Background: an optimization exercise with open tools, aiming at small area. Do not read the settings as production practice. Where RTL was checked, it was by simulation tests only, not by an equivalence proof against the original. Only the layout flow was run in runs 2 and 3; the RTL was not checked for function there. No driver is modelled on the clock port, so clocking that relies on it looks cheaper here than on a real chip. No activity file was given, so power comes from the tool's default toggle rates.

**design/flow/config.mk**
```make
export PLATFORM = sky130hd
export DESIGN_NAME = clk_gen_multi
export DESIGN_NICKNAME = clk_gen_multi
export VERILOG_FILES = /design/flow/design.v
export SDC_FILE = /design/flow/constraint.sdc
export NUM_CORES = 4
export LEC_CHECK = 0
export CAP_MARGIN = 20
export CORE_MARGIN = 2
export CORE_UTILIZATION = 40
export SLEW_MARGIN = 20
```
**design/flow/constraint.sdc**
```tcl
create_clock -name core_clock -period 8.0 [get_ports {clk}]
set_input_delay 1.6000 -clock core_clock [delete_from_list [all_inputs] [get_ports {clk}]]
set_output_delay 1.6000 -clock core_clock [all_outputs]
set_load 0.01 [all_outputs]
```
**design/flow/design.v**
```verilog
package clk_gen_pkg;
  localparam int CNT_W_DEF = 16;
  typedef logic [CNT_W_DEF-1:0] cnt_t;
  function automatic logic cfg_legal(input int unsigned period,
                                     input int unsigned high,
                                     input int unsigned phase,
                                     input int unsigned ch,
                                     input int unsigned num_ch);
    cfg_legal = (high != 32'd0) && (high < period) &&
                (phase < period) && (ch < num_ch);
  endfunction
endpackage
module clk_gen_chan
#(
  parameter int CNT_W = clk_gen_pkg::CNT_W_DEF
) (
  input  logic             clk,
  input  logic             rst_n,
  input  logic             enable,
  input  logic             ld,
  input  logic             wr_en,
  input  logic [CNT_W-1:0] wr_hm1,
  input  logic [CNT_W-1:0] wr_lm1,
  input  logic [CNT_W-1:0] wr_phase,
  output logic             pending,
  output logic             clk_out,
  output logic             rise_pulse
);
  logic             run_q, clk_out_q, rise_q, pend_q;
  logic [CNT_W-1:0] cnt_q, cnt_d;
  logic [CNT_W-1:0] hi_q, lo_q, ph_q, cur_lo_q;
  logic             zero, stay, boundary;
  assign zero     = (cnt_q == '0);
  assign stay     = run_q & enable;
  assign boundary = stay & ~clk_out_q & zero;
  always_comb begin
    if (!stay)     cnt_d = wr_en ? wr_phase : ph_q;
    else if (zero) cnt_d = clk_out_q ? cur_lo_q : hi_q;
    else           cnt_d = cnt_q - 1'b1;
  end
  always_ff @(posedge clk) begin
    if (ld) begin
      hi_q <= wr_hm1;
      lo_q <= wr_lm1;
      ph_q <= wr_phase;
    end
    if (boundary) cur_lo_q <= lo_q;
    cnt_q <= cnt_d;
  end
  always_ff @(posedge clk) begin
    if (!rst_n) begin
      run_q     <= 1'b0;
      clk_out_q <= 1'b0;
      rise_q    <= 1'b0;
      pend_q    <= 1'b0;
    end else begin
      run_q     <= enable;
      clk_out_q <= stay & (clk_out_q ^ zero);
      rise_q    <= boundary;
      pend_q    <= stay & (wr_en | (pend_q & ~boundary));
    end
  end
  assign pending    = pend_q;
  assign clk_out    = clk_out_q;
  assign rise_pulse = rise_q;
endmodule
module clk_gen_multi
#(
  parameter int NUM_CH     = 8,
  parameter int CNT_W      = clk_gen_pkg::CNT_W_DEF,
  parameter int DEF_PERIOD = 10,
  parameter int DEF_HIGH   = 5
) (
  input  logic              clk,
  input  logic              rst_n,
  input  logic              cfg_valid,
  output logic              cfg_ready,
  input  logic [((NUM_CH > 1) ? $clog2(NUM_CH) : 1)-1:0] cfg_ch,
  input  logic [CNT_W-1:0]  cfg_period,
  input  logic [CNT_W-1:0]  cfg_high,
  input  logic [CNT_W-1:0]  cfg_phase,
  output logic              cfg_err,
  input  logic [NUM_CH-1:0] enable,
  output logic [NUM_CH-1:0] clk_out,
  output logic [NUM_CH-1:0] rise_pulse
);
  localparam int CH_W = (NUM_CH > 1) ? $clog2(NUM_CH) : 1;
  logic [NUM_CH-1:0]      pending;
  logic [(1<<CH_W)-1:0]   pending_pad;
  logic                   fire;
  logic                   legal;
  logic                   cfg_err_q;
  logic [CNT_W-1:0]       hm1, lm1;
  logic [CNT_W-1:0]       bus_hm1, bus_lm1, bus_phase;
  always_comb begin
    pending_pad             = '0;
    pending_pad[NUM_CH-1:0] = pending;
  end
  assign cfg_ready = ~pending_pad[cfg_ch];
  assign fire      = cfg_valid & cfg_ready;
  assign legal     = clk_gen_pkg::cfg_legal(32'(cfg_period), 32'(cfg_high),
                                   32'(cfg_phase), 32'(cfg_ch), 32'(NUM_CH));
  assign hm1       = cfg_high - 1'b1;
  assign lm1       = cfg_period + ~cfg_high;
  assign bus_hm1   = rst_n ? hm1       : CNT_W'(DEF_HIGH - 1);
  assign bus_lm1   = rst_n ? lm1       : CNT_W'(DEF_PERIOD - DEF_HIGH - 1);
  assign bus_phase = rst_n ? cfg_phase : '0;
  always_ff @(posedge clk) begin
    if (!rst_n) cfg_err_q <= 1'b0;
    else        cfg_err_q <= fire & ~legal;
  end
  assign cfg_err = cfg_err_q;
  for (genvar i = 0; i < NUM_CH; i++) begin : g_ch
    logic wr_en;
    assign wr_en = fire & legal & (cfg_ch == CH_W'(i));
    clk_gen_chan #(
      .CNT_W      (CNT_W)
    ) u_chan (
      .clk        (clk),
      .rst_n      (rst_n),
      .enable     (enable[i]),
      .ld         (wr_en | ~rst_n),
      .wr_en      (wr_en),
      .wr_hm1     (bus_hm1),
      .wr_lm1     (bus_lm1),
      .wr_phase   (bus_phase),
      .pending    (pending[i]),
      .clk_out    (clk_out[i]),
      .rise_pulse (rise_pulse[i])
    );
  end
endmodule
```
**design/flow/run.sh**
```bash
#!/bin/bash
# synth_recipe.tcl (not shown) runs the flow's synth.tcl, then flattens the netlist and writes it again
# the make line also repeats each setting of config.mk as NAME=value (left out here)
make -C /OpenROAD-flow-scripts/flow DESIGN_CONFIG=/design/flow/config.mk WORK_HOME=/design/flow/orfs CLKGATE_MAP_FILE= SYNTH_SCRIPT=/design/flow/synth_recipe.tcl finish
```
==> impl_metrics.tcl, run 1 <==
set metrics [dict create \
    worst_pin_slew_ns 1.17 \
    totalWireLength_um 83000 \
    yosysSeqAreaShare_pct 64.0 \
    antenna_found_initial 18 \
    tns_ns 0 \
    async_flop_share_pct 0 \
    stdcell_area_mm2 0.0333 \
    finalNonFillerCells 3408 \
    vdd_drop_max_v 0.000154 \
    synth_top_area_share_pct 52.9 \
    post-route-period-util_pct 67.6 \
    hold_buffers 0 \
    core_area_mm2 0.0717 \
    dieWidth_um 274 \
    drive_above_1_share_pct 9.05 \
    initial_core_util_pct 40.5 \
    synth_common_cells "512 x edfxtp_1, 231 x nand2_1, 161 x dfxtp_1, 140 x o211ai_1, 108 x clkbuf_1" \
    required_ns 8.16 \
    crit_slowest_cell "nand2_1" \
    gp_congestion 0.877 \
    cts.path.max_buffers 3 \
    synth.area.top_cells "edfxtp_1 53%, dfxtp_1 11%, o211ai_1 3.6%, nand2_1 3.0%, mux2i_1 2.7%" \
    power.density_mw_per_mm2 248 \
    critical_path.max_stage_delay_ns 0.55 \
    io_pins 80 \
    cts_tree "built" \
    p_leak_uw 0.0112 \
    io_buffer_count 79 \
    dp_cells 3271 \
    critical_path_class "primary input to flop" \
    cap_violations 0 \
    post_cts_buffers 0 \
    wl_per_cell_um 24.3 \
    synth_cell_types 64 \
    crit_path_start_kind "primary input" \
    critPathMaxFanout 53 \
    area_delta_synth_final_pct 14.5 \
    finalHoldViolCount 0 \
    gr-usage-all-layers_pct 22.0 \
    slew_viol_final 0 \
    hpwl_um 50700 \
    gr-total-overflow 0 \
    yosysTopAreaCell "edfxtp_1" \
    synth_area_mm2 0.0291 \
    crit_path_end_kind "flop" \
    clock-root-buffer "clkbuf_16" \
    period_needed_ns 5.41 \
    die_area_mm2 0.0749 \
    grt_max_degree 62 \
    final_net_count 2519 \
    first_global_vias 18500 \
    vias_per_cell 5.74 \
    crit_chain "clkdlybuf4s50_1 > inv_1 > ha_1 > nor3b_1 > nand4_1 > nor3_1 > a21o_1 > nor3_2 > buf_4 > nand2_1 > nand2_4" \
    outcome "finished clean" \
    die_h_um 274 \
    syn_avg_cell_area_um2 12.4 \
    fmax_mhz 185 \
    cts_resized 0 \
    htree_levels 3 \
    cp_data_arrival_time_ns 5.57 \
    grt_pass1_wl_um 121000 \
    slew_headroom_pct 22.2 \
    cts_buffers 71 \
    syn-instance-count 2342 \
    num_rows 98 \
    finalSetupViolCount 0 \
    synth_warnings 2 \
    r2r-start "g_ch[0].u_chan.pend_q" \
    cp-startpoint "cfg_high[0]" \
    placed_cell_area_mm2 0.0309 \
    drtAntennaViolNets 0 \
    clk_latency_ns 0.62 \
    critPathCapture "g_ch[6].u_chan.ph_q[1]" \
    synth_flop_cell "edfxtp_1" \
    worstHoldPathType "flop to flop" \
    rr_worst_depth 7 \
    ys_ff_latch 673 \
    rsz0062_at_grt "false" \
    r2r_slack_ns 4.35 \
    clock_sinks 673 \
    drc 0 \
    finClkSkew_ns 0.0304 \
    yosysMostFrequentCell "edfxtp_1" \
    dr_total_vias 19500 \
    dr.pass1.iters 7 \
    clk_pin_slew_ns 0.06 \
    synth-edff-count 512 \
    r2r-end "g_ch[0].u_chan.hi_q[5]" \
    syn-num-nets 2467 \
    drtIter0Drc 2087 \
]
-- logic make-up (layout without fill, tap and decap cells) --
| group | after synthesis | after routing | share of synthesized area, % |
|---|---|---|---|
| mux | 96 | 96 | 3.49 |
| fa+ha+maj | 63 | 63 | 2.74 |
| xor+xnor | 118 | 118 | 3.55 |
| buf+inv | 216 | 326 | 3.03 |
| compound gates | 416 | 416 | 9.97 |
| simple gates | 760 | 760 | 13.3 |
| flops | 673 | 673 | 64.0 |
| other cells | 0 | 6 | 0 |
-- worst min-delay path by stage --
stage,start,end,slack (ns),cells past startpoint
floorplan,g_ch[0].u_chan.lo_q[0],g_ch[0].u_chan.cur_lo_q[0],0.40,0
detailed placement,g_ch[0].u_chan.lo_q[12],g_ch[0].u_chan.cur_lo_q[12],0.40,0
global route,g_ch[5].u_chan.lo_q[2],g_ch[5].u_chan.cur_lo_q[2],0.41,0
CTS,g_ch[5].u_chan.lo_q[2],g_ch[5].u_chan.cur_lo_q[2],0.41,0
global placement,g_ch[7].u_chan.lo_q[13],g_ch[7].u_chan.cur_lo_q[13],0.40,0
finish,g_ch[5].u_chan.lo_q[2],g_ch[5].u_chan.cur_lo_q[2],0.41,0
-- layout by cell type, fill, tap and decap left out, types with 37 or more instances in the layout --
master / instances
edfxtp_1: 512
nand2_1: 223
dfxtp_1: 159
o211ai_1: 140
nand3_1: 105
nor2_1: 88
mux2i_1: 78
clkdlybuf4s50_1: 78
inv_1: 75
clkbuf_16: 73
xnor2_1: 71
nand4_1: 63
a211oi_1: 63
ha_1: 62
a21oi_1: 54
o21ai_0: 47
xor2_1: 47
nor2b_1: 47
nor3_1: 40
buf_4: 39
and2_1: 37
-- worst max-delay path, delay by kind of cell --
family	cells	cell delay, ns
simple gates	6	2.40
buf+inv	3	0.96
compound gates	1	0.36
fa+ha+maj	1	0.19
-- where the power goes --
part / internal, µW / switching (µW)
logic: 254 / 522
clock network: 1860 / 1370
registers: 4100 / 128
-- sequential cells by signal, indices dropped and copies added (netlist names), 128 cells and up --
name / flops
g_ch.u_chan.cnt_q: 128
g_ch.u_chan.cur_lo_q: 128
g_ch.u_chan.hi_q: 128
g_ch.u_chan.lo_q: 128
g_ch.u_chan.ph_q: 128
-- metrics by stage --
stage                     hold WS [ns]  utilization, %  setup WS, ns  power (µW)
after floorplan                  0.400               -         0.792        4710
after global placement           0.400            43.1          1.82        5040
after detailed placement         0.405            43.1          1.66        5060
after CTS                        0.408            46.3          2.27        8280
after global routing             0.412            46.4          2.27        8500
final                            0.409            46.4          2.59        8240
-- layout make-up --
cell class	instances	area [µm²]
fillers	6356	38400
flip-flops and latches	673	18600
multi-input cells	1453	9820
clock buffers	88	1940
well taps	950	1190
repair buffers	119	1100
clock inverters	43	342
inverters	76	285
diodes	6	15.0
-- routing by layer --
metal  track usage, %  vias to the layer above  share of wire (%)
met5                0                        -                  0
met3             2.96                      161                8.3
met1             32.5                     9604                 44
met4             10.0                        0                4.4
li1                 -                     8923                  -
met2             31.9                      858                 43
==> run 2, diff against run 1 <==
--- a/design/flow/design.v
+++ b/design/flow/design.v
@@ -33,19 +33,25 @@
   assign zero     = (cnt_q == '0);
   assign stay     = run_q & enable;
   assign boundary = stay & ~clk_out_q & zero;
-  always_comb begin
-    if (!stay)     cnt_d = wr_en ? wr_phase : ph_q;
-    else if (zero) cnt_d = clk_out_q ? cur_lo_q : hi_q;
-    else           cnt_d = cnt_q - 1'b1;
-  end
+  logic s_dec, s_hi, s_lo, s_idle;
+  logic [CNT_W-1:0] ph_d;
+  assign s_dec = stay & ~zero;
+  assign s_hi  = stay & zero & ~clk_out_q;
+  assign s_lo  = stay & zero & clk_out_q;
+  assign s_idle = ~stay;
+  assign ph_d  = ({CNT_W{ld}} & wr_phase) | ({CNT_W{~ld}} & ph_q);
+  assign cnt_d = ({CNT_W{s_dec}} & (cnt_q - 1'b1)) |
+                 ({CNT_W{s_hi}}  & hi_q) |
+                 ({CNT_W{s_lo}}  & cur_lo_q) |
+                 ({CNT_W{s_idle}} & ph_d);
   always_ff @(posedge clk) begin
     if (ld) begin
       hi_q <= wr_hm1;
       lo_q <= wr_lm1;
-      ph_q <= wr_phase;
     end
     if (boundary) cur_lo_q <= lo_q;
     cnt_q <= cnt_d;
+    ph_q  <= ph_d;
   end
   always_ff @(posedge clk) begin
     if (!rst_n) begin
==> design/flow/flow/run.sh (new file) <==
#!/bin/bash
# Layout flow: the standard synthesis, then its combinational logic re-mapped
# for area (registers untouched, equivalence proven, else the standard netlist
# is kept), then the standard layout steps with an area-recovery pass after CTS.
# Each tool's full output goes to a log file in this folder.
set -u
WORK=$(pwd)
R=$WORK/orfs/results/$FLOW_PLATFORM/clk_gen_multi/base
PLAT=$FLOW_HOME/platforms/$FLOW_PLATFORM

bash standard.sh synth > synth_standard.log 2>&1 || exit 1

export REMAP_LIB=$PLAT/lib/sky130_fd_sc_hd__tt_025C_1v80.lib
export REMAP_IN=$WORK/netlist_standard.v
export REMAP_OUT=$WORK/netlist_remap.v
export REMAP_STAT=$WORK/remap_stat.txt
export REMAP_TOP=$FLOW_TOP
export REMAP_ABC=$WORK/flow/remap.abc
export REMAP_KEEP="$(grep -o 'sky130_fd_sc_hd__[a-z0-9]*df[a-z0-9]*_[0-9]*\|sky130_fd_sc_hd__conb_1' $R/1_2_yosys.v | sort -u | tr '\n' ' ')"
export REMAP_DONT_USE="$(sed -n '/^export DONT_USE_CELLS += \\/,/^[^ ]*$/p' $PLAT/config.mk | grep -o 'sky130_fd_sc_hd__[a-z0-9_]*' | tr '\n' ' ')"
echo "keep: $REMAP_KEEP" > remap_env.log
echo "dont_use: $REMAP_DONT_USE" >> remap_env.log

cp $R/1_2_yosys.v $REMAP_IN
if yosys -c flow/remap.tcl > remap.log 2>&1 && yosys -c flow/equiv.tcl > equiv.log 2>&1; then
  echo "remap: using re-mapped netlist" >> remap_env.log
  cp $REMAP_OUT $R/1_2_yosys.v
  touch $R/1_2_yosys.v
else
  echo "remap: failed, keeping the standard netlist" >> remap_env.log
fi

export POST_CTS_TCL=$WORK/flow/post_cts.tcl
bash standard.sh finish > standard.log 2>&1
==> design/flow/flow/equiv.tcl (new file) <==
# Prove that the re-mapped netlist equals the standard synthesis netlist,
# register for register.
yosys -import
set lib $::env(REMAP_LIB)
read_liberty -ignore_miss_func $lib
read_verilog $::env(REMAP_IN)
rename $::env(REMAP_TOP) gold
read_verilog $::env(REMAP_OUT)
rename $::env(REMAP_TOP) gate
flatten gold gate
rename -hide w:_*
opt_clean
equiv_make gold gate eq
hierarchy -top eq
equiv_simple -seq 1
equiv_induct
equiv_status -assert
==> design/flow/flow/post_cts.tcl (new file) <==
# Area recovery after CTS: downsize cells that have timing slack to spare.
log_cmd estimate_parasitics -placement
report_design_area
repair_timing -recover_power 100 -verbose
report_design_area
detailed_placement
check_placement -verbose
==> design/flow/flow/remap.abc (new file) <==
strash
dch -f
amap
==> design/flow/flow/remap.tcl (new file) <==
# Re-map the combinational logic of the standard synthesis netlist with an
# area-oriented ABC script. Flip-flops (and tie cells) are kept as they are:
# same instances, names and cell types.
yosys -import
set lib    $::env(REMAP_LIB)
set netin  $::env(REMAP_IN)
set netout $::env(REMAP_OUT)
set keep   $::env(REMAP_KEEP)
set dont_use {}
foreach c $::env(REMAP_DONT_USE) { lappend dont_use -dont_use $c }

read_liberty -ignore_miss_func $lib
read_verilog $netin
hierarchy -check -top $::env(REMAP_TOP)
foreach c $keep { setattr -mod -set keep_hierarchy 1 $c }
flatten
opt_clean
foreach c $keep { blackbox $c }
abc -script $::env(REMAP_ABC) -liberty $lib {*}$dont_use
opt_clean -purge
splitnets
opt_clean -purge
hilomap -singleton -hicell sky130_fd_sc_hd__conb_1 HI -locell sky130_fd_sc_hd__conb_1 LO
insbuf -buf sky130_fd_sc_hd__buf_4 A X
# left out here: clean up, hide names made inside functions
check -assert
tee -o $::env(REMAP_STAT) stat -top $::env(REMAP_TOP) -liberty $lib
write_verilog -noattr -nohex -nodec $netout
==> design/flow/standard.sh (new file) <==
#!/bin/bash
# synth_recipe.tcl (not shown) runs the flow's synth.tcl, then flattens the netlist and writes it again
# the make line also repeats each setting of config.mk as NAME=value (left out here)
make -C /OpenROAD-flow-scripts/flow DESIGN_CONFIG=/design/flow/config.mk WORK_HOME=/design/flow/orfs CLKGATE_MAP_FILE= SYNTH_SCRIPT=/design/flow/synth_recipe.tcl "${@:-finish}"
--- a/design/flow/config.mk
+++ b/design/flow/config.mk
@@ -8,4 +8,7 @@
 export CAP_MARGIN = 20
 export CORE_MARGIN = 2
 export CORE_UTILIZATION = 40
+export CTS_BUF_LIST = sky130_fd_sc_hd__clkbuf_16
+export CTS_CLUSTER_DIAMETER = 70
+export CTS_CLUSTER_SIZE = 30
 export SLEW_MARGIN = 20
removed: design/flow/run.sh
==> run 2 against run 1 <==
Against the previous run:
- still clean
- register-to-register slack worse by 0.09 ns
- first-iteration DRC count is 5.7% lower
- non-clock buffer count is 38 higher
- cell count is 3.9% lower
- fmax is 7.8% lower
- worst setup slack worse by 0.46 ns
- sequential power is 3% lower
- critical path depth is 2 higher
- clock-buffer cell count is 51 lower
- total power is 4.7% lower
==> impl_metrics.tcl, run 2 <==
set metrics [dict create \
    syn-num-nets 2375 \
    crit_chain "dlygate4sd3_1 > inv_1 > ha_1 > inv_1 > fa_1 > nand3_1 > nand2_1 > a2111oi_0 > nor3_2 > nor4_2 > clkbuf_2 > nand2b_1 > buf_4" \
    finClkSkew_ns 0.0284 \
    r2r-end "g_ch[0].u_chan.cur_lo_q[2]" \
    syn-instance-count 2258 \
    num_rows 96 \
    crit_path_start_kind "primary input" \
    wl_per_cell_um 23.7 \
    required_ns 8.29 \
    period_needed_ns 5.87 \
    p_sw_share_pct 30.3 \
    hold_path_depth 0 \
    die_area_mm2 0.0715 \
    totalWireLength_um 77700 \
    crit_path_frequent_cell "inv_1" \
    die_h_um 267 \
    pre_cts_slack_ns 2.06 \
    p_seq_share_pct 52.0 \
    clk_latency_ns 0.60 \
    drc 0 \
    critical_path.max_stage_delay_ns 0.73 \
    synth-edff-count 384 \
    first_global_vias 17000 \
    grt_pass1_wl_um 112000 \
    synth_common_cells "384 x edfxtp_1, 289 x dfxtp_1, 212 x nor2_1, 183 x mux2i_1, 151 x nand2_1" \
    p_comb_share_pct 19.6 \
    core_area_mm2 0.0687 \
    synth.area.top_cells "edfxtp_1 42%, dfxtp_1 21%, mux2i_1 6.6%, nor2_1 2.9%, ha_1 2.4%" \
    gp_congestion 0.893 \
    yosysMostFrequentCell "edfxtp_1" \
    drtAntennaViolNets 0 \
    finalSetupViolCount 0 \
    antenna_found_initial 25 \
    clockPowerShare_pct 28.4 \
    gr-usage-all-layers_pct 21.5 \
    final_cell_mix "384 x edfxtp_1, 288 x dfxtp_1, 192 x nor2_1, 182 x mux2i_1, 151 x nand2_1" \
    clock_sinks 673 \
    gr-total-overflow 0 \
    p_leak_uw 0.0107 \
    r2r_slack_ns 4.26 \
    drtIter0Drc 1968 \
    dr.pass1.iters 7 \
    io_buffer_count 79 \
    power.density_mw_per_mm2 252 \
    crit_slowest_cell "a2111oi_0" \
    worst_pin_slew_ns 1.24 \
    rr_worst_depth 6 \
    drive_above_1_share_pct 10.3 \
    fill_cells 6284 \
    async_flop_share_pct 0 \
    tns_ns 0 \
    synth_cell_types 69 \
    vdd_drop_max_v 0.000158 \
    crit_path_end_kind "flop" \
    area_delta_synth_final_pct 12.3 \
    synth_flop_cell "edfxtp_1" \
    power.total_uw 7860 \
    synth_warnings 2 \
    synth_top_area_share_pct 41.5 \
    finalHoldViolCount 0 \
    rsz0062_at_grt "false" \
    io_pins 80 \
    final_common_cell "edfxtp_1" \
    dieWidth_um 267 \
    critPathMaxFanout 20 \
    p_switching_uw 2380 \
    ys_ff_latch 673 \
    dp_cells 3180 \
    cap_violations 0 \
    whs_endpoint "g_ch[0].u_chan.cur_lo_q[10]" \
    cts_tree "built" \
    outcome "finished clean" \
    worstHoldPathType "flop to flop" \
    power.internal_uw 5480 \
    dr_total_vias 18000 \
    slew_headroom_pct 15.3 \
    finalNonFillerCells 3274 \
    grt_max_degree 112 \
    slew_viol_final 0 \
    initial_core_util_pct 40.4 \
    syn_avg_cell_area_um2 12.3 \
    synth_area_mm2 0.0278 \
    yosysTopAreaCell "edfxtp_1" \
    cp_data_arrival_time_ns 6.15 \
    hpwl_um 49600 \
    hp-start "g_ch[0].u_chan.lo_q[10]" \
    vias_per_cell 5.49 \
    yosysSeqAreaShare_pct 62.4 \
    setup_ws_ns 2.13 \
    critical_path_class "primary input to flop" \
    r2r-start "g_ch[0].u_chan.cnt_q[2]" \
    post-route-period-util_pct 73.3 \
    fmax_mhz 170 \
    final_net_count 2430 \
    clk_pin_slew_ns 0.11 \
]
## run 2: power by group through the flow
| stage | Combinational [µW] | Clock (µW) | Sequential (µW) |
|---|---|---|---|
| 5_1_grt | 1680 | 2400 | 4110 |
| 6_report | 1540 | 2230 | 4080 |
| 2_1_floorplan | 1050 | 0 | 4130 |
| 3_5_place_dp | 1500 | 0 | 4160 |
| 3_3_place_gp | 1470 | 0 | 4150 |
## run 2: worst max-delay path by stage
stage                              from                       to  slack, ns  cells past startpoint
final                       cfg_high[0]  g_ch[4].u_chan.hi_q[13]       2.13                     13
after global routing        cfg_high[0]   g_ch[1].u_chan.hi_q[0]       1.90                     12
after detailed placement    cfg_high[0]  g_ch[4].u_chan.lo_q[13]       2.06                     13
after global placement    cfg_period[7]  g_ch[4].u_chan.hi_q[12]       2.20                     10
after floorplan             cfg_high[0]   g_ch[6].u_chan.hi_q[0]       3.06                     12
## run 2: cell families (layout without fill, tap and decap cells)
family	Yosys count	after routing	synth area share (%)
flops	673	673	62.4
mux	234	234	8.71
other cells	0	2	0
xor+xnor	114	114	3.60
fa+ha+maj	55	55	2.51
compound gates	356	356	8.74
simple gates	624	624	10.8
buf+inv	202	285	3.26
## run 2: per-layer routing
layer  part of all wire (%)  global-route usage, %
met5                  0.017                      0
met4                    3.4                   7.75
met3                    8.5                   3.72
met2                     42                   31.5
met1                     46                   32.0
## run 2: cell type report
class / count / area, µm² / area share, %
sequential: 673 / 17300 / 55.6
multi-input combinational: 1383 / 9710 / 31.2
timing repair buffer: 157 / 1440 / 4.63
tap: 931 / 1160 / 3.74
clock buffer: 37 / 926 / 2.97
clock inverter: 29 / 360 / 1.16
inverter: 62 / 240 / 0.771
antenna: 2 / 5.00 / 0.0161
## run 2: critical path: cells and delay by family
kind                     cells  cell delay, ns
AO/OA/AOI/OAI                1            0.73
AND/OR/NAND/NOR              5            1.43
buffers and inverters        5            1.76
adder cells (fa/ha/maj)      2            0.62
## run 2: per-stage QoR
stage | instance area [µm²] | hold WS, ns | utilization [%]
after floorplan | 27800 | 0.400 | -
after global placement | 29600 | 0.400 | 43.1
after detailed placement | 29600 | 0.405 | 43.1
after global routing | 31200 | 0.413 | 45.4
final | 31200 | 0.398 | 45.4
==> run 3, diff against run 2 <==
==> design/flow/flow/equiv.tcl (replaced) <==
# Prove that the re-mapped netlist equals the standard synthesis netlist,
# register for register.
yosys -import
set lib $::env(REMAP_LIB)
read_liberty -ignore_miss_func $lib
read_verilog $::env(REMAP_IN)
yosys rename $::env(REMAP_TOP) gold
read_verilog $::env(REMAP_OUT)
yosys rename $::env(REMAP_TOP) gate
flatten gold gate
yosys rename -hide w:_*
opt_clean
equiv_make gold gate eq
hierarchy -top eq
equiv_simple -seq 1
equiv_induct
equiv_status -assert
--- a/design/flow/flow/remap.tcl
+++ b/design/flow/flow/remap.tcl
@@ -14,15 +14,22 @@
 hierarchy -check -top $::env(REMAP_TOP)
 foreach c $keep { setattr -mod -set keep_hierarchy 1 $c }
 flatten
+# Auto-named nets (and the pin nets flatten makes of them) lose their names,
+# so that the design's own net names survive.
+yosys rename -hide w:_*
 opt_clean
 foreach c $keep { blackbox $c }
 abc -script $::env(REMAP_ABC) -liberty $lib {*}$dont_use
 opt_clean -purge
+# Every cell as a black box with its pin directions, for the steps below.
+read_liberty -lib -overwrite -ignore_miss_func $lib
 splitnets
 opt_clean -purge
 hilomap -singleton -hicell sky130_fd_sc_hd__conb_1 HI -locell sky130_fd_sc_hd__conb_1 LO
 insbuf -buf sky130_fd_sc_hd__buf_4 A X
+
 # left out here: clean up, hide names made inside functions
+yosys rename -hide w:_*
 check -assert
 tee -o $::env(REMAP_STAT) stat -top $::env(REMAP_TOP) -liberty $lib
 write_verilog -noattr -nohex -nodec $netout
==> run 3 against run 2 <==
Against the previous run:
- core utilization is 1.2 points higher
- clock skew is 0.0068 ns higher
- clock-buffer cell count is 1 higher
- fmax is 20% lower
- synthesized cell count is 12% lower
- cell count is 9.0% lower
- routed wire length is 6.7% lower
- area after synthesis is 12% lower
- first-iteration DRC count is 2.8% higher
- die area is 12% lower
- sequential power is 2% lower
- critical path type unchanged
- largest power group unchanged
==> impl_metrics.tcl, run 3 <==
set metrics [dict create \
    cts_tree "built" \
    num_rows 90 \
    critical_path.max_stage_delay_ns 0.72 \
    worst_pin_slew_ns 1.19 \
    crit_slowest_cell "clkinv_1" \
    power.density_mw_per_mm2 257 \
    rsz0062_at_grt "false" \
    dieWidth_um 251 \
    drive_above_1_share_pct 6.01 \
    crit_chain "clkdlybuf4s50_1 > clkinv_1 > nor2_1 > and2_0 > nor3_1 > nor4_1 > nor2_1 > clkinv_1 > nor2_1 > a211oi_1 > nor4b_1 > a2111oi_0 > nand3_1 > nor2_1 > clkbuf_1 > clkinv_1 > nand2_1 > clkbuf_2" \
    clock_sinks 673 \
    core_area_mm2 0.0605 \
    tns_ns 0 \
    crit_path_end_kind "flop" \
    final_common_cell "edfxtp_1" \
    first_global_vias 16000 \
    die_h_um 251 \
    antenna_found_initial 13 \
    drtAntennaViolNets 0 \
    grt_pass1_wl_um 105000 \
    crit_path_start_kind "primary input" \
    seqCellArea_mm2 0.0173 \
    synth_area_mm2 0.0245 \
    clk_latency_ns 0.60 \
    area_delta_synth_final_pct 15.1 \
    worstHoldPathType "flop to flop" \
    io_buffer_count 79 \
    critPathMaxFanout 32 \
    synth_warnings 2 \
    routed.top_layer "met5" \
    fmax_mhz 137 \
    initial_core_util_pct 40.5 \
    outcome "finished clean" \
    die_area_mm2 0.0632 \
    required_ns 8.22 \
    period_needed_ns 7.30 \
    clk_pin_slew_ns 0.11 \
    multiInputGateArea_mm2 0.00649 \
    drt-met1-wl_um 31400 \
    whs_ns 0.385 \
    finalHoldViolCount 0 \
    drtIter0Drc 2023 \
    vdd_drop_max_v 0.000128 \
    slew_headroom_pct 20.9 \
    crit_path_frequent_cell "nor2_1" \
    wl_met2_um 32400 \
    slew_viol_final 0 \
    dr.pass1.iters 6 \
    dr_total_vias 17200 \
    wl_per_cell_um 24.3 \
    vias_per_cell 5.77 \
    finClkSkew_ns 0.0352 \
    critical_path_class "primary input to flop" \
    totalWireLength_um 72500 \
    p_leak_uw 0.00942 \
    antenna_cells 0 \
    cp_data_arrival_time_ns 7.52 \
    fill_cells 5316 \
    post-route-period-util_pct 91.3 \
    grt_max_degree 63 \
    io_pins 80 \
    final_cell_mix "384 x edfxtp_1, 312 x nor2_1, 289 x dfxtp_1, 202 x clkinv_1, 144 x a21oi_1" \
    final_net_count 2232 \
    finalSetupViolCount 0 \
    gr-total-overflow 0 \
    hpwl_um 47500 \
    gr-usage-all-layers_pct 22.8 \
    cap_violations 0 \
    syn_avg_cell_area_um2 12.3 \
    drc 0 \
    power.total_uw 7250 \
    met3_length_um 6680 \
    gp_congestion 0.888 \
    syn-instance-count 1996 \
    syn-num-nets 2058 \
    r2r_slack_ns 1.69 \
]
run 3: per-stage QoR:
| stage | area [µm²] | utilization (%) | setup slack (ns) | cells |
|---|---|---|---|---|
| global route | 28200 | 46.6 | 0.0875 | 2978 |
| floorplan | 24500 | - | 1.82 | 1996 |
| global placement | 26800 | 44.3 | 0.958 | 2898 |
| detailed placement | 26800 | 44.3 | 0.909 | 2898 |
| finish | 28200 | 46.6 | 0.699 | 2978 |
run 3: power breakdown:
group	leakage, µW	total, µW	switching [µW]	internal, µW
registers	0.00598	4000	79.6	3920
logic	0.00282	1070	756	311
clock network	0.000623	2180	1200	981
total	0.00942	7250	2030	5220
run 3: final timing paths:
| path | from | endpoint | depth (start not counted) |
|---|---|---|---|
| min | g_ch[1].u_chan.lo_q[4] | g_ch[1].u_chan.cur_lo_q[4] | 0 |
| min reg2reg | g_ch[1].u_chan.lo_q[4] | g_ch[1].u_chan.cur_lo_q[4] | 0 |
| max reg2reg | g_ch[4].u_chan.cnt_q[1] | g_ch[4].u_chan.pend_q | 33 |
| max | cfg_period[0] | g_ch[6].u_chan.hi_q[4] | 18 |
run 3: layout make-up:
type,instances,area share [%]
flip-flops and latches,673,61.5
multi-input cells,1107,23.1
repair buffers,153,4.79
well taps,782,3.47
clock buffers,38,3.38
inverters,200,2.68
clock inverters,25,1.14
run 3: per-layer routing:
metal | vias up | GRT usage (%)
met2 | 749 | 35.2
met4 | 2 | 7.99
li1 | 7946 | -
met1 | 8378 | 33.0
met5 | - | 0
met3 | 106 | 3.12
run 3: critical path, delay by kind of cell:
family	cells	cell delay [ns]
AOI/OAI and AO/OA	2	0.75
buffers and inverters	6	2.85
and+or+nand+nor	10	2.30
==> run 4, diff against run 3 <==
--- a/design/flow/design.v
+++ b/design/flow/design.v
@@ -35,10 +35,10 @@
   assign boundary = stay & ~clk_out_q & zero;
   logic s_dec, s_hi, s_lo, s_idle;
   logic [CNT_W-1:0] ph_d;
-  assign s_dec = stay & ~zero;
-  assign s_hi  = stay & zero & ~clk_out_q;
-  assign s_lo  = stay & zero & clk_out_q;
-  assign s_idle = ~stay;
+  assign s_dec = run_q & ~zero;
+  assign s_hi  = run_q & zero & ~clk_out_q;
+  assign s_lo  = run_q & zero & clk_out_q;
+  assign s_idle = ~run_q;
   assign ph_d  = ({CNT_W{ld}} & wr_phase) | ({CNT_W{~ld}} & ph_q);
   assign cnt_d = ({CNT_W{s_dec}} & (cnt_q - 1'b1)) |
                  ({CNT_W{s_hi}}  & hi_q) |
@@ -49,7 +49,7 @@
       hi_q <= wr_hm1;
       lo_q <= wr_lm1;
     end
-    if (boundary) cur_lo_q <= lo_q;
+    if (s_hi) cur_lo_q <= lo_q;
     cnt_q <= cnt_d;
     ph_q  <= ph_d;
   end
--- a/design/flow/flow/run.sh
+++ b/design/flow/flow/run.sh
@@ -30,5 +30,5 @@
   echo "remap: failed, keeping the standard netlist" >> remap_env.log
 fi
 
-export POST_CTS_TCL=$WORK/flow/post_cts.tcl
+
 bash standard.sh finish > standard.log 2>&1
==> run 4 against run 3 <==
Against the previous run:
- total power rose by 6.3%
- highest routed layer is now met4
- sequential power is 3% higher
- largest power group unchanged
- sequential cell count unchanged
- critical path type unchanged
- critical endpoint is now g_ch[4].u_chan.hi_q[2]
==> impl_metrics.tcl, run 4 <==
set metrics [dict create \
    outcome "finished clean" \
    clock-root-buffer "clkbuf_16" \
    cp_data_arrival_time_ns 6.86 \
    power.internal_uw 5370 \
    gr-total-overflow 0 \
    cts_tree "built" \
    post_cts_buffers 0 \
    num_rows 90 \
    tns_ns 0 \
    io_pins 80 \
    hold_path_depth 0 \
    grt_pass1_wl_um 105000 \
    vdd_drop_max_v 0.000121 \
    antenna_found_initial 6 \
    multiInputGateArea_mm2 0.00631 \
    htree_levels 2 \
    final_cell_mix "384 x edfxtp_1, 323 x nor2_1, 289 x dfxtp_1, 172 x clkinv_1, 157 x o22ai_1" \
    initial_core_util_pct 40.3 \
    whs_endpoint "g_ch[3].u_chan.cur_lo_q[7]" \
    fill_cells 5380 \
    wl_per_cell_um 25.2 \
    syn-instance-count 1928 \
    die_h_um 250 \
    core_area_mm2 0.0601 \
    power.density_mw_per_mm2 277 \
    dr.pass1.iters 7 \
    syn_avg_cell_area_um2 12.6 \
    whs_ns 0.409 \
    slew_headroom_pct 23.9 \
    dieWidth_um 250 \
    p_sw_share_pct 30.3 \
    clockPowerShare_pct 28.1 \
    clk_pin_slew_ns 0.10 \
    drc 0 \
    cts.path.max_buffers 3 \
    drtIter0Drc 1774 \
    slew_viol_final 0 \
    worst_pin_slew_ns 1.14 \
    first_global_vias 15800 \
    rr_worst_depth 33 \
    gr-usage-all-layers_pct 22.9 \
    hpwl_um 45300 \
    period_needed_ns 6.59 \
    synth_area_mm2 0.0242 \
    finalHoldViolCount 0 \
    cts_buffers 35 \
    p_leak_uw 0.00924 \
    synth_warnings 2 \
    fmax_mhz 152 \
    crit_path_start_kind "primary input" \
    gp_congestion 0.884 \
    final_common_cell "edfxtp_1" \
    r2r-start "g_ch[4].u_chan.cnt_q[0]" \
    seqCellArea_mm2 0.0173 \
    totalWireLength_um 73200 \
    dr_total_vias 17000 \
    clock_sinks 673 \
    finClkSkew_ns 0.0316 \
    die_area_mm2 0.0625 \
    finalSetupViolCount 0 \
    post-route-period-util_pct 82.4 \
    setup_ws_ns 1.41 \
    p_seq_share_pct 53.7 \
    vias_per_cell 5.83 \
    rsz0062_at_grt "false" \
    p_switching_uw 2330 \
    placed_cell_area_mm2 0.0266 \
    stdcell_area_mm2 0.0278 \
    syn-num-nets 1990 \
    clk_latency_ns 0.60 \
    drtAntennaViolNets 0 \
    hp-start "g_ch[3].u_chan.lo_q[7]" \
    critical_path_class "primary input to flop" \
    cap_violations 0 \
    p_comb_share_pct 18.2 \
    hold_buffers 0 \
    final_net_count 2161 \
    pre_cts_slack_ns 0.904 \
    cts_resized 0 \
    grt_max_degree 71 \
    r2r-end "g_ch[4].u_chan.cur_lo_q[9]" \
    drive_above_1_share_pct 7.25 \
    required_ns 8.27 \
    area_delta_synth_final_pct 14.8 \
    critPathMaxFanout 18 \
    r2r_slack_ns 2.01 \
    antenna_cells 0 \
    io_buffer_count 79 \
    crit_path_end_kind "flop" \
    worstHoldPathType "flop to flop" \
]
run 4: worst max-delay path: stages:
cell and delay, ns:
clkdlybuf4s50_1 0.53, nor2_1 0.12, a21oi_1 0.19, and2_0 0.27, nor2_1 0.07, o22ai_1 0.32, nor2_1 0.12, nor4_1 0.28
nor3_1 0.09, nor3b_1 0.33, o21a_1 0.22, nor2_1 0.08, a21oi_1 0.29, o31ai_1 0.12, or3_1 0.62, nor3_2 0.25
buf_4 0.28, clkinv_1 0.52, nand2_1 0.25, buf_4 0.28
run 4: layer usage:
metal	vias to the layer above	routed length, µm	global-route usage (%)
li1	7793	-	-
met1	8258	29800	30.6
met2	770	33600	35.8
met3	132	6580	5.23
met4	0	3230	9.97
met5	-	0	0
run 4: cell type report:
| class | count | area share (%) |
|---|---|---|
| Multi-Input combinational cell | 1067 | 22.7 |
| Clock inverter | 26 | 1.06 |
| Tap cell | 782 | 3.52 |
| Clock buffer | 37 | 3.33 |
| Sequential cell | 673 | 62.3 |
| Timing Repair Buffer | 150 | 4.78 |
| Inverter | 172 | 2.34 |
run 4: power by group through the flow:
stage                     registers (µW)  logic, µW  clock network, µW
after floorplan                     4190        907                  0
after global placement              4210       1360                  0
after detailed placement            4220       1390                  0
after CTS                           4140       1390               2200
after global routing                4170       1550               2310
final                               4140       1400               2170
run 4: how the worst max path moves through the flow:
stage,startpoint,slack [ns],end
2_1_floorplan,cfg_period[0],1.28,g_ch[6].u_chan.hi_q[0]
3_3_place_gp,cfg_high[1],1.06,g_ch[4].u_chan.hi_q[5]
3_5_place_dp,cfg_high[1],0.90,g_ch[4].u_chan.lo_q[3]
4_1_cts,cfg_high[1],1.50,g_ch[4].u_chan.lo_q[2]
5_1_grt,cfg_high[1],1.01,g_ch[4].u_chan.hi_q[1]
6_report,cfg_high[1],1.41,g_ch[4].u_chan.hi_q[2]
run 4: per-stage QoR:
stage / util (%) / power [µW] / std cells
3_5_place_dp: 44.2 / 5610 / 2843
4_1_cts: 46.2 / 7730 / 2906
6_report: 46.2 / 7710 / 2907
2_1_floorplan: - / 5100 / 1928
5_1_grt: 46.2 / 8040 / 2907
3_3_place_gp: 44.2 / 5570 / 2843
==> run 5, diff against run 4 <==
--- a/design/flow/flow/run.sh
+++ b/design/flow/flow/run.sh
@@ -30,5 +30,5 @@
   echo "remap: failed, keeping the standard netlist" >> remap_env.log
 fi
 
-
+export POST_CTS_TCL=$WORK/flow/post_cts.tcl
 bash standard.sh finish > standard.log 2>&1
==> run 5 against run 4 <==
Against the previous run:
- register-to-register slack gained 0.14 ns
- sequential power barely moved
- clock skew shrank 0.0032 ns
- sequential cell count is the same
- total power increased by 0.11%
- cell count is 0.69% higher
- first-iteration DRC count grew 6.4%
- routed wire length increased by 0.12%
- combinational power about the same
- sequential share of layout area decreased by 0.23 points
- final area up 0.38%
- highest routed layer is now met5
==> impl_metrics.tcl, run 5 <==
set metrics [dict create \
    clock_sinks 673 \
    final_net_count 2180 \
    period_needed_ns 7.31 \
    finalSetupViolCount 0 \
    final_common_cell "edfxtp_1" \
    fill_cells 5403 \
    wl_per_cell_um 25.0 \
    met3_length_um 6120 \
    finClkSkew_ns 0.0283 \
    totalWireLength_um 73300 \
    syn-num-nets 1990 \
    core_area_mm2 0.0601 \
    gr-usage-all-layers_pct 22.9 \
    die_h_um 250 \
    critical_path.max_stage_delay_ns 0.79 \
    outcome "finished clean" \
    cp_data_arrival_time_ns 7.58 \
    cap_violations 0 \
    area_delta_synth_final_pct 15.2 \
    crit_path_end_kind "flop" \
    grt_pass1_wl_um 105000 \
    syn_avg_cell_area_um2 12.6 \
    setup_ws_ns 0.690 \
    hpwl_um 45300 \
    clk_pin_slew_ns 0.11 \
    final_cell_mix "384 x edfxtp_1, 323 x nor2_1, 289 x dfxtp_1, 172 x clkinv_1, 157 x o22ai_1" \
    cts_tree "built" \
    num_rows 90 \
    io_pins 80 \
    drt-met1-wl_um 30200 \
    crit_chain "dlygate4sd3_1 > nor2_1 > a21oi_1 > and2_0 > nor2_1 > o22ai_1 > nor2_1 > nor4_1 > nor3_1 > nor3b_1 > o21a_1 > nor2_1 > a21oi_1 > o31ai_1 > or3_1 > nor3_1 > clkbuf_1 > clkinv_1 > nand2_1 > buf_4" \
    gp_congestion 0.884 \
    synth_area_mm2 0.0242 \
    fmax_mhz 137 \
    path_delay_family "simple AND/OR/NAND/NOR gates" \
    power.density_mw_per_mm2 277 \
    worst_pin_slew_ns 1.18 \
    syn-instance-count 1928 \
    slew_headroom_pct 21.0 \
    drc 0 \
    rsz0062_at_grt "false" \
    dr.pass1.iters 5 \
    drtAntennaViolNets 0 \
    slew_viol_final 0 \
    drtIter0Drc 1888 \
    critPathMaxFanout 18 \
    crit_path_frequent_cell "nor2_1" \
    gr-total-overflow 0 \
    routed.top_layer "met5" \
    clk_latency_ns 0.60 \
    initial_core_util_pct 40.3 \
    io_buffer_count 79 \
    crit_path_start_kind "primary input" \
    grt_max_degree 71 \
    critical_path_class "primary input to flop" \
    synth_warnings 2 \
    whs_ns 0.408 \
    worstHoldPathType "flop to flop" \
    wl_met2_um 34500 \
    first_global_vias 15800 \
    pre_cts_slack_ns 0.904 \
    tns_ns 0 \
    p_leak_uw 0.00929 \
    critPathBufInv 4 \
    crit_slowest_cell "clkinv_1" \
    dieWidth_um 250 \
    post-route-period-util_pct 91.4 \
    finalHoldViolCount 0 \
    vdd_drop_max_v 0.000122 \
    die_area_mm2 0.0625 \
    required_ns 8.27 \
    antenna_found_initial 7 \
    vias_per_cell 5.82 \
    dr_total_vias 17000 \
    drive_above_1_share_pct 5.88 \
]
==> run 5: cell type report <==
type,count,area [µm²],area share [%]
Clock buffer,37,926,3.32
Sequential cell,673,17300,62.1
Inverter,172,651,2.33
Timing Repair Buffer,169,1480,5.30
Clock inverter,26,294,1.05
Tap cell,782,978,3.51
Antenna cell,1,2.50,0.00897
Multi-Input combinational cell,1067,6260,22.4
==> run 5: worst paths after layout <==
check	start	cells past startpoint	slack, ns	endpoint
worst max-delay path	cfg_high[1]	20	0.69	g_ch[4].u_chan.hi_q[2]
worst min-delay path	g_ch[2].u_chan.lo_q[11]	0	0.41	g_ch[2].u_chan.cur_lo_q[11]
worst max register to register	g_ch[7].u_chan.cnt_q[0]	29	2.15	g_ch[7].u_chan.cur_lo_q[5]
worst min register to register	g_ch[2].u_chan.lo_q[11]	0	0.41	g_ch[2].u_chan.cur_lo_q[11]
==> run 5: through the flow <==
stage	power, µW	instances	instance area (µm²)	util (%)
floorplan	5100	1928	24200	-
global route	8040	2926	27900	46.4
finish	7720	2927	27900	46.4
global placement	5570	2843	26600	44.2
detailed placement	5610	2843	26600	44.2
==> run 5: report_power, final <==
group / switching, µW / leakage (µW) / internal (µW)
Combinational: 975 / 0.00269 / 431
Sequential: 120 / 0.00599 / 4020
Clock: 1240 / 0.000615 / 923
Total: 2340 / 0.00929 / 5380
==> run 5: metal layers <==
layer	vias up	track usage (%)
met5	-	0
met2	694	36.2
met3	103	5.21
met4	2	9.46
met1	8426	30.7
li1	7813	-
==> run 5: worst reg2reg max path, delay by kind of cell (launching register included) <==
| kind | cells | cell delay (ns) |
|---|---|---|
| buf+inv | 13 | 2.02 |
| flops | 1 | 0.35 |
| simple gates | 16 | 3.10 |
==> run 6, diff against run 5 <==
--- a/design/flow/flow/run.sh
+++ b/design/flow/flow/run.sh
@@ -31,4 +31,5 @@
 fi
 
 export POST_CTS_TCL=$WORK/flow/post_cts.tcl
+export BUFFER_PORTS_ARGS="-buffer_cell sky130_fd_sc_hd__buf_2"
 bash standard.sh finish > standard.log 2>&1
--- a/design/flow/flow/remap.tcl
+++ b/design/flow/flow/remap.tcl
@@ -26,7 +26,7 @@
 splitnets
 opt_clean -purge
 hilomap -singleton -hicell sky130_fd_sc_hd__conb_1 HI -locell sky130_fd_sc_hd__conb_1 LO
-insbuf -buf sky130_fd_sc_hd__buf_4 A X
+insbuf -buf sky130_fd_sc_hd__buf_2 A X
 
 # left out here: clean up, hide names made inside functions
 yosys rename -hide w:_*
==> run 6 against run 5 <==
Against the previous run:
- critical endpoint is now g_ch[7].u_chan.hi_q[13]
- sequential share of layout area increased by 1.5 points
- critical path depth unchanged
- clock skew decreased by 0.0037 ns
- final area decreased by 2.4%
- fmax increased by 0.87%
- critical path type unchanged
- register-to-register slack got worse by 0.11 ns
- first-iteration DRC count increased by 8.8%
- highest routed layer is now met4
==> impl_metrics.tcl, run 6 <==
set metrics [dict create \
    slew_headroom_pct 25.7 \
    synth_area_mm2 0.0242 \
    io_pins 80 \
    die_area_mm2 0.0624 \
    crit_path_start_kind "primary input" \
    syn-num-nets 1990 \
    path_delay_family "simple AND/OR/NAND/NOR gates" \
    clk_latency_ns 0.62 \
    tns_ns 0 \
    required_ns 8.24 \
    io_buffer_count 79 \
    rsz0062_at_grt "false" \
    finalSetupViolCount 0 \
    dr.pass1.iters 5 \
    outcome "finished clean" \
    gr-total-overflow 0 \
    dr_total_vias 17000 \
    initial_core_util_pct 40.3 \
    crit_path_end_kind "flop" \
    power.density_mw_per_mm2 275 \
    wl_per_cell_um 24.8 \
    dieWidth_um 250 \
    final_common_cell "edfxtp_1" \
    gr-usage-all-layers_pct 22.5 \
    grt_max_degree 89 \
    syn-instance-count 1928 \
    syn_avg_cell_area_um2 12.5 \
    gp_congestion 0.867 \
    final_cell_mix "384 x edfxtp_1, 324 x nor2_1, 289 x dfxtp_1, 171 x clkinv_1, 157 x o22ai_1" \
    hpwl_um 45000 \
    finalHoldViolCount 0 \
    vias_per_cell 5.87 \
    area_delta_synth_final_pct 12.6 \
    finalNonFillerCells 2903 \
    synth_warnings 2 \
    core_area_mm2 0.0600 \
    cp_data_arrival_time_ns 7.48 \
    clock_sinks 673 \
    critical_path.max_stage_delay_ns 0.67 \
    cap_violations 0 \
    clk_pin_slew_ns 0.11 \
    critical_path_class "primary input to flop" \
    fmax_mhz 138 \
    drtIter0Drc 2055 \
    worstHoldPathType "flop to flop" \
    grt_pass1_wl_um 103000 \
    dp_cells 2824 \
    worst_pin_slew_ns 1.11 \
    final_net_count 2157 \
    period_needed_ns 7.25 \
    crit_chain "buf_2 > clkinv_1 > nor2_1 > and2_0 > nor2_1 > o22ai_1 > nor2_1 > nor4_1 > nor3_1 > nor3b_1 > o21a_1 > nor2_1 > a21oi_1 > o31ai_1 > or3_1 > nor3_1 > clkbuf_1 > clkinv_1 > nand2_1 > clkbuf_2" \
    drc 0 \
    vdd_drop_max_v 0.000179 \
    antenna_found_initial 12 \
    totalWireLength_um 71900 \
    finClkSkew_ns 0.0247 \
    critPathBufInv 5 \
    slew_viol_final 0 \
    drive_above_1_share_pct 7.93 \
    first_global_vias 15500 \
    drtAntennaViolNets 0 \
    post-route-period-util_pct 90.6 \
    die_h_um 250 \
    p_leak_uw 0.00904 \
    critPathMaxFanout 32 \
    crit_path_frequent_cell "nor2_1" \
    num_rows 90 \
    crit_slowest_cell "clkinv_1" \
    power.total_uw 7480 \
    cts_tree "built" \
]
[run 6: cell types whose count changed in the layout (fill, tap and decap cells not counted), sizes merged, moves of 6 or more]
cell           before  now
clkbuf             81   98
clkdlybuf4s50      59    0
dlygate4sd3        20    0
inv                20   14
buf                46   86
[run 6: path summary, 6_finish.rpt]
kind                            depth (start not counted)                    endpoint               startpoint  slack (ns)
worst max-delay path                                   20     g_ch[7].u_chan.hi_q[13]            cfg_period[0]        0.75
worst min-delay path                                    0  g_ch[7].u_chan.cur_lo_q[9]   g_ch[7].u_chan.lo_q[9]        0.40
worst max register to register                         34  g_ch[4].u_chan.cur_lo_q[0]  g_ch[4].u_chan.cnt_q[1]        2.04
worst min register to register                          0  g_ch[7].u_chan.cur_lo_q[9]   g_ch[7].u_chan.lo_q[9]        0.40
[run 6: layer usage]
| layer | global-route usage (%) | share of wire, % |
|---|---|---|
| met1 | 32.1 | 42 |
| met2 | 34.2 | 45 |
| met3 | 3.39 | 9.1 |
| met4 | 9.50 | 3.9 |
| met5 | 0 | 0 |
[run 6: cell type report]
class                           instances  area (µm²)
Multi-Input combinational cell       1067        6310
Timing Repair Buffer                  151         907
Inverter                              172         651
Fill cell                            5387       32800
Clock buffer                           33         826
Sequential cell                       673       17300
Tap cell                              782         978
Clock inverter                         22         238
Antenna cell                            3        7.51
[run 6: where the power goes]
part	internal, µW	switching [µW]	leakage (µW)
logic	405	963	0.00250
registers	4020	121	0.00599
clock network	850	1110	0.000556
[run 6: worst reg2reg max path: cells and delay by family, from the launching register on]
kind	cells	cell delay, ns
buffers and inverters	17	2.71
AND/OR/NAND/NOR	17	2.55
flip-flops	1	0.33
[run 6: per-stage QoR]
step	hold slack [ns]	area, µm²	setup slack [ns]	utilization, %
2_1_floorplan	0.400	24200	1.28	-
3_3_place_gp	0.400	26100	1.26	43.4
3_5_place_dp	0.405	26100	1.08	43.4
5_1_grt	0.401	27200	0.208	45.4
6_report	0.400	27200	0.753	45.4
==> run 7, diff against run 6 <==
--- a/design/flow/flow/run.sh
+++ b/design/flow/flow/run.sh
@@ -30,6 +30,6 @@
   echo "remap: failed, keeping the standard netlist" >> remap_env.log
 fi
 
-export POST_CTS_TCL=$WORK/flow/post_cts.tcl
+
 export BUFFER_PORTS_ARGS="-buffer_cell sky130_fd_sc_hd__buf_2"
 bash standard.sh finish > standard.log 2>&1
--- a/design/flow/config.mk
+++ b/design/flow/config.mk
@@ -8,7 +8,7 @@
 export CAP_MARGIN = 20
 export CORE_MARGIN = 2
 export CORE_UTILIZATION = 40
-export CTS_BUF_LIST = sky130_fd_sc_hd__clkbuf_16
+export CTS_BUF_LIST = sky130_fd_sc_hd__clkbuf_8 sky130_fd_sc_hd__clkbuf_16
 export CTS_CLUSTER_DIAMETER = 70
 export CTS_CLUSTER_SIZE = 30
 export SLEW_MARGIN = 20
removed: design/flow/flow/post_cts.tcl
==> run 7 against run 6 <==
Against the previous run:
- fmax rose by 13%
- via count fell by 0.79%
- final area fell by 0.30%
- combinational power barely moved
- critical path type unchanged
==> impl_metrics.tcl, run 7 <==
set metrics [dict create \
    outcome "finished clean" \
    slew_viol_final 0 \
    final_net_count 2136 \
    clock-root-buffer "clkbuf_16" \
    clk_pin_slew_ns 0.11 \
    critical_path_class "primary input to flop" \
    vdd_drop_max_v 0.000179 \
    drtAntennaViolNets 0 \
    clk_latency_ns 0.63 \
    p_leak_uw 0.00913 \
    num_rows 90 \
    finalNonFillerCells 2883 \
    worst_pin_slew_ns 1.19 \
    htree_levels 1 \
    cp_data_arrival_time_ns 6.68 \
    hpwl_um 45000 \
    syn_avg_cell_area_um2 12.5 \
    crit_path_start_kind "primary input" \
    cts_resized 0 \
    critPathMaxFanout 32 \
    finClkSkew_ns 0.0268 \
    syn-instance-count 1928 \
    finalHoldViolCount 0 \
    clock_sinks 673 \
    first_global_vias 15400 \
    cts_tree "built" \
    post-route-period-util_pct 80.2 \
    slew_headroom_pct 20.7 \
    fmax_mhz 156 \
    period_needed_ns 6.42 \
    area_delta_synth_final_pct 12.3 \
    cap_violations 0 \
    drc 0 \
    tns_ns 0 \
    dieWidth_um 250 \
    io_pins 80 \
    rr_worst_depth 34 \
    power.density_mw_per_mm2 275 \
    final_cell_mix "384 x edfxtp_1, 324 x nor2_1, 289 x dfxtp_1, 171 x clkinv_1, 157 x o22ai_1" \
    whs_ns 0.405 \
    finalSetupViolCount 0 \
    worstHoldPathType "flop to flop" \
    hold_path_depth 0 \
    required_ns 8.26 \
    dp_cells 2824 \
    synth_area_mm2 0.0242 \
    drtIter0Drc 1990 \
    hold_buffers 0 \
    die_h_um 250 \
    gr-usage-all-layers_pct 22.5 \
    cts_buffers 30 \
    final_common_cell "edfxtp_1" \
    initial_core_util_pct 40.3 \
    dr.pass1.iters 5 \
    syn-num-nets 1990 \
    core_area_mm2 0.0600 \
    vias_per_cell 5.87 \
    synth_warnings 2 \
    dr_total_vias 16900 \
    drive_above_1_share_pct 10.0 \
    io_buffer_count 79 \
    wl_per_cell_um 24.8 \
    totalWireLength_um 71600 \
    gr-total-overflow 0 \
    cts.path.max_buffers 3 \
    post_cts_buffers 0 \
    grt_pass1_wl_um 103000 \
    crit_path_end_kind "flop" \
    grt_max_degree 89 \
    antenna_found_initial 9 \
    rsz0062_at_grt "false" \
    gp_congestion 0.867 \
    die_area_mm2 0.0624 \
]
[run 7: layer usage]
| layer | GRT usage (%) | up-vias | part of all wire (%) |
|---|---|---|---|
| li1 | - | 7720 | - |
| met4 | 8.85 | 0 | 4.0 |
| met1 | 32.3 | 8308 | 42 |
| met2 | 34.5 | 757 | 45 |
| met5 | 0 | - | 0 |
| met3 | 3.10 | 129 | 8.9 |
[run 7: cell type report]
| class | count | area [µm²] |
|---|---|---|
| Sequential cell | 673 | 17300 |
| Clock inverter | 22 | 238 |
| Tap cell | 782 | 978 |
| Clock buffer | 33 | 826 |
| Multi-Input combinational cell | 1067 | 6340 |
| Fill cell | 5357 | 32900 |
| Inverter | 172 | 651 |
| Antenna cell | 4 | 10.0 |
| Timing Repair Buffer | 130 | 786 |
[run 7: worst max-delay path, stage by stage]
cell      delay, ns
buf_2          0.08
clkinv_1       0.12
nor2_1         0.30
and2_0         0.34
nor2_1         0.09
o22ai_1        0.33
nor2_1         0.18
nor4_1         0.31
nor3_1         0.08
nor3b_1        0.47
o21a_1         0.24
nor2_1         0.08
a21oi_1        0.24
o31ai_1        0.11
or3_1          0.57
nor3_2         0.21
buf_4          0.26
clkinv_1       0.45
nand2_1        0.20
buf_4          0.40
[run 7: per-stage QoR]
stage                     util, %  setup WS [ns]  power (µW)  area [µm²]
final                        45.2           1.58        7470       27100
after global routing         45.2           1.11        7810       27100
after CTS                    45.2           1.69        7500       27100
after detailed placement     43.4           1.08        5580       26100
after global placement       43.4           1.26        5530       26100
after floorplan                 -           1.28        5090       24200
[run 7: power by group]
part	internal, µW	switching [µW]
clock network	850	1110
registers	4020	121
logic	406	961
[run 7: final timing paths]
check                           slack [ns]                    start                    endpoint
worst min register to register        0.40   g_ch[7].u_chan.lo_q[9]  g_ch[7].u_chan.cur_lo_q[9]
worst max-delay path                  1.58            cfg_period[0]     g_ch[7].u_chan.hi_q[13]
worst min-delay path                  0.40   g_ch[7].u_chan.lo_q[9]  g_ch[7].u_chan.cur_lo_q[9]
worst max register to register        2.62  g_ch[4].u_chan.cnt_q[1]  g_ch[4].u_chan.cur_lo_q[0]
==> run 8, diff against run 7 <==
--- a/design/flow/flow/run.sh
+++ b/design/flow/flow/run.sh
@@ -31,5 +31,5 @@
 fi
 
 
-export BUFFER_PORTS_ARGS="-buffer_cell sky130_fd_sc_hd__buf_2"
+export BUFFER_PORTS_ARGS="-buffer_cell sky130_fd_sc_hd__buf_1"
 bash standard.sh finish > standard.log 2>&1
--- a/design/flow/flow/remap.tcl
+++ b/design/flow/flow/remap.tcl
@@ -26,7 +26,7 @@
 splitnets
 opt_clean -purge
 hilomap -singleton -hicell sky130_fd_sc_hd__conb_1 HI -locell sky130_fd_sc_hd__conb_1 LO
-insbuf -buf sky130_fd_sc_hd__buf_2 A X
+insbuf -buf sky130_fd_sc_hd__buf_1 A X
 
 # left out here: clean up, hide names made inside functions
 yosys rename -hide w:_*
==> design/flow/config.mk (replaced) <==
export PLATFORM = sky130hd
export DESIGN_NAME = clk_gen_multi
export DESIGN_NICKNAME = clk_gen_multi
export VERILOG_FILES = /design/flow/design.v
export SDC_FILE = /design/flow/constraint.sdc
export NUM_CORES = 4
export LEC_CHECK = 0
export CAP_MARGIN = 0
export CORE_MARGIN = 2
export CORE_UTILIZATION = 40
export CTS_BUF_LIST = sky130_fd_sc_hd__clkbuf_16
export CTS_CLUSTER_DIAMETER = 70
export CTS_CLUSTER_SIZE = 30
export SLEW_MARGIN = 0
==> run 8 against run 7 <==
Against the previous run:
- still clean
- sequential cell count unchanged
- clock power grew 7%
- via count is 0.28% lower
- cell count rose by 0.69%
- hold slack gained 0.0060 ns
- fmax up 3.0%
- routed wire length decreased by 1.7%
- core utilization increased by 0.16 points
- critical path type unchanged
- critical endpoint is now g_ch[4].u_chan.hi_q[13]
- largest cell class unchanged
- largest power group unchanged
- highest routed layer is now met5
==> impl_metrics.tcl, run 8 <==
set metrics [dict create \
    grt_max_degree 61 \
    clk_latency_ns 0.59 \
    area_delta_synth_final_pct 12.8 \
    r2r-end "g_ch[4].u_chan.cur_lo_q[6]" \
    crit_path_frequent_cell "nor2_1" \
    rsz0062_at_grt "false" \
    initial_core_util_pct 40.3 \
    final_net_count 2153 \
    num_rows 90 \
    path_depth 20 \
    met3_length_um 5410 \
    tns_ns 0 \
    syn-instance-count 1928 \
    vdd_drop_max_v 0.000144 \
    final_common_cell "edfxtp_1" \
    dieWidth_um 250 \
    clk_pin_slew_ns 0.11 \
    io_buffer_count 79 \
    clock_sinks 673 \
    whs_endpoint "g_ch[3].u_chan.cur_lo_q[4]" \
    wl_met2_um 31600 \
    path_delay_family "simple AND/OR/NAND/NOR gates" \
    critPathBufInv 4 \
    critPathMaxFanout 32 \
    drtIter0Drc 1996 \
    drive_above_1_share_pct 7.18 \
    cap_violations 0 \
    gr-usage-all-layers_pct 22.0 \
    totalWireLength_um 70300 \
    drtAntennaViolNets 0 \
    clock-root-buffer "clkbuf_16" \
    hold_buffers 0 \
    syn_avg_cell_area_um2 12.5 \
    fill_cells 5334 \
    finClkSkew_ns 0.0204 \
    hold_path_depth 0 \
    worst_pin_slew_ns 1.27 \
    htree_levels 2 \
    crit_path_end_kind "flop" \
    gr-total-overflow 0 \
    seqCellArea_mm2 0.0173 \
    core_area_mm2 0.0600 \
    required_ns 8.24 \
    period_needed_ns 6.23 \
    antenna_found_initial 8 \
    gp_congestion 0.887 \
    r2r_slack_ns 2.38 \
    cts_buffers 34 \
    multiInputGateArea_mm2 0.00633 \
    power.density_mw_per_mm2 278 \
    first_global_vias 15100 \
    die_h_um 250 \
    die_area_mm2 0.0624 \
    syn-num-nets 1990 \
    cts_tree "built" \
    io_pins 80 \
    post_cts_buffers 0 \
    wl_per_cell_um 24.2 \
    slew_viol_final 0 \
    cts.path.max_buffers 3 \
    cts_resized 0 \
    hp-start "g_ch[3].u_chan.lo_q[4]" \
    slew_headroom_pct 14.4 \
    finalSetupViolCount 0 \
    hpwl_um 44700 \
    grt_pass1_wl_um 101000 \
    dp_cells 2837 \
    dr_total_vias 16900 \
    crit_chain "buf_1 > nor2_1 > a21oi_1 > and2_0 > nor2_1 > o22ai_1 > nor2_1 > nor4_1 > nor3_1 > nor3b_1 > o21a_1 > nor2_1 > a21oi_1 > o31ai_1 > or3_1 > nor3_2 > buf_4 > clkinv_1 > nand2_1 > buf_4" \
    drt-met1-wl_um 31100 \
    cp_data_arrival_time_ns 6.48 \
    p_leak_uw 0.00898 \
    critical_path.max_stage_delay_ns 0.52 \
    crit_path_start_kind "primary input" \
    routed.top_layer "met5" \
    outcome "finished clean" \
    drc 0 \
    rr_worst_depth 34 \
    vias_per_cell 5.81 \
    finalHoldViolCount 0 \
    worstHoldPathType "flop to flop" \
    final_cell_mix "384 x edfxtp_1, 324 x nor2_1, 289 x dfxtp_1, 172 x clkinv_1, 157 x o22ai_1" \
    r2r-start "g_ch[4].u_chan.cnt_q[1]" \
    critical_path_class "primary input to flop" \
    synth_warnings 2 \
    finalNonFillerCells 2903 \
    post-route-period-util_pct 77.9 \
    dr.pass1.iters 6 \
    crit_slowest_cell "clkinv_1" \
    synth_area_mm2 0.0242 \
    fmax_mhz 160 \
]
-- run 8: worst register-to-register path: cells and delay by family, from the launching register on --
kind          cells  cell delay [ns]
flops             1             0.32
buf+inv          17             2.27
simple gates     17             2.72
-- run 8: through the flow --
stage          utilization, %  setup WS [ns]  instance area [µm²]  total power (µW)  hold WS (ns)
2_1_floorplan               -           1.28                24200              5090         0.400
3_3_place_gp             43.4           1.36                26100              5520         0.401
3_5_place_dp             43.4           1.24                26100              5560         0.405
4_1_cts                  45.4           1.85                27200              7610         0.414
5_1_grt                  45.4           1.39                27200              7920         0.433
6_report                 45.4           1.77                27200              7590         0.411
-- run 8: worst max-delay path by stage --
stage / end / from / slack [ns]
6_report: g_ch[4].u_chan.hi_q[13] / cfg_high[1] / 1.77
5_1_grt: g_ch[1].u_chan.lo_q[12] / cfg_high[1] / 1.39
4_1_cts: g_ch[4].u_chan.lo_q[10] / cfg_high[1] / 1.85
3_5_place_dp: g_ch[4].u_chan.lo_q[12] / cfg_high[1] / 1.24
3_3_place_gp: g_ch[4].u_chan.lo_q[12] / cfg_high[1] / 1.36
2_1_floorplan: g_ch[6].u_chan.hi_q[0] / cfg_period[0] / 1.28
-- run 8: final cells by class --
type                    instances  area share (%)
flip-flops and latches        673            63.6
multi-input cells            1067            23.2
well taps                     782            3.59
clock buffers                  37            3.40
repair buffers                143            2.85
inverters                     172            2.39
clock inverters                25           0.951
diodes                          4          0.0367
-- run 8: where the power goes --
| part | switching [µW] | internal, µW | leakage, µW |
|---|---|---|---|
| clock | 1180 | 905 | 0.000593 |
| combinational | 950 | 403 | 0.00240 |
| sequential | 123 | 4020 | 0.00599 |
-- run 8: per-layer routing --
metal / track usage (%) / vias to the layer above
li1: - / 7764
met1: 32.4 / 8278
met2: 33.4 / 711
met3: 2.84 / 111
met4: 7.95 / 2
met5: 0 / -

## separate check: timing with driven ports
The results above use ideal ports. As a check the final layouts listed here were re-extracted and re-timed, cells and wires unchanged. Step 1 sets driving cells, clkbuf_16 on the clock port and buf_2 on the other inputs (assumed; they add their load-dependent delay and slew). Step 2 moves the port delays by t, midway between the first and last clock arrival at a register: inputs arrive t later, outputs are due t later. That takes back most of the time a late clock gives input paths. Three values: ideal, step 1, step 2; two values: the first two.
run | t, ns | setup WS [ns] | hold WS [ns] | worst setup path after step 2 | worst slew at a driven data input, ns
run 1 | 0.663 | 2.590 / 2.541 / 1.964 | 0.409 / 0.409 / 0.409 | input to register | 0.11
run 2 | 0.653 | 2.134 / 2.176 / 1.523 | 0.398 / 0.398 / 0.398 | input to register | 0.10
run 3 | 0.633 | 0.699 / 0.723 / 0.089 | 0.385 / 0.385 / 0.385 | input to register | 0.04
run 4 | 0.640 | 1.410 / 1.441 / 0.801 | 0.409 / 0.409 / 0.409 | input to register | 0.05
run 5 | 0.639 | 0.690 / 0.724 / 0.085 | 0.408 / 0.408 / 0.408 | input to register | 0.05
run 6 | 0.669 | 0.753 / 0.791 / 0.121 | 0.400 / 0.400 / 0.400 | input to register | 0.11
run 7 | 0.668 | 1.581 / 1.616 / 0.948 | 0.405 / 0.405 / 0.405 | input to register | 0.10
run 8 | 0.635 | 1.765 / 1.799 / 1.163 | 0.411 / 0.411 / 0.411 | input to register | 0.12
After both steps setup and hold are still met in every run listed. The setup slack of run 7, which loses most, moves by +0.035 ns with the drivers and by -0.633 ns with both steps.
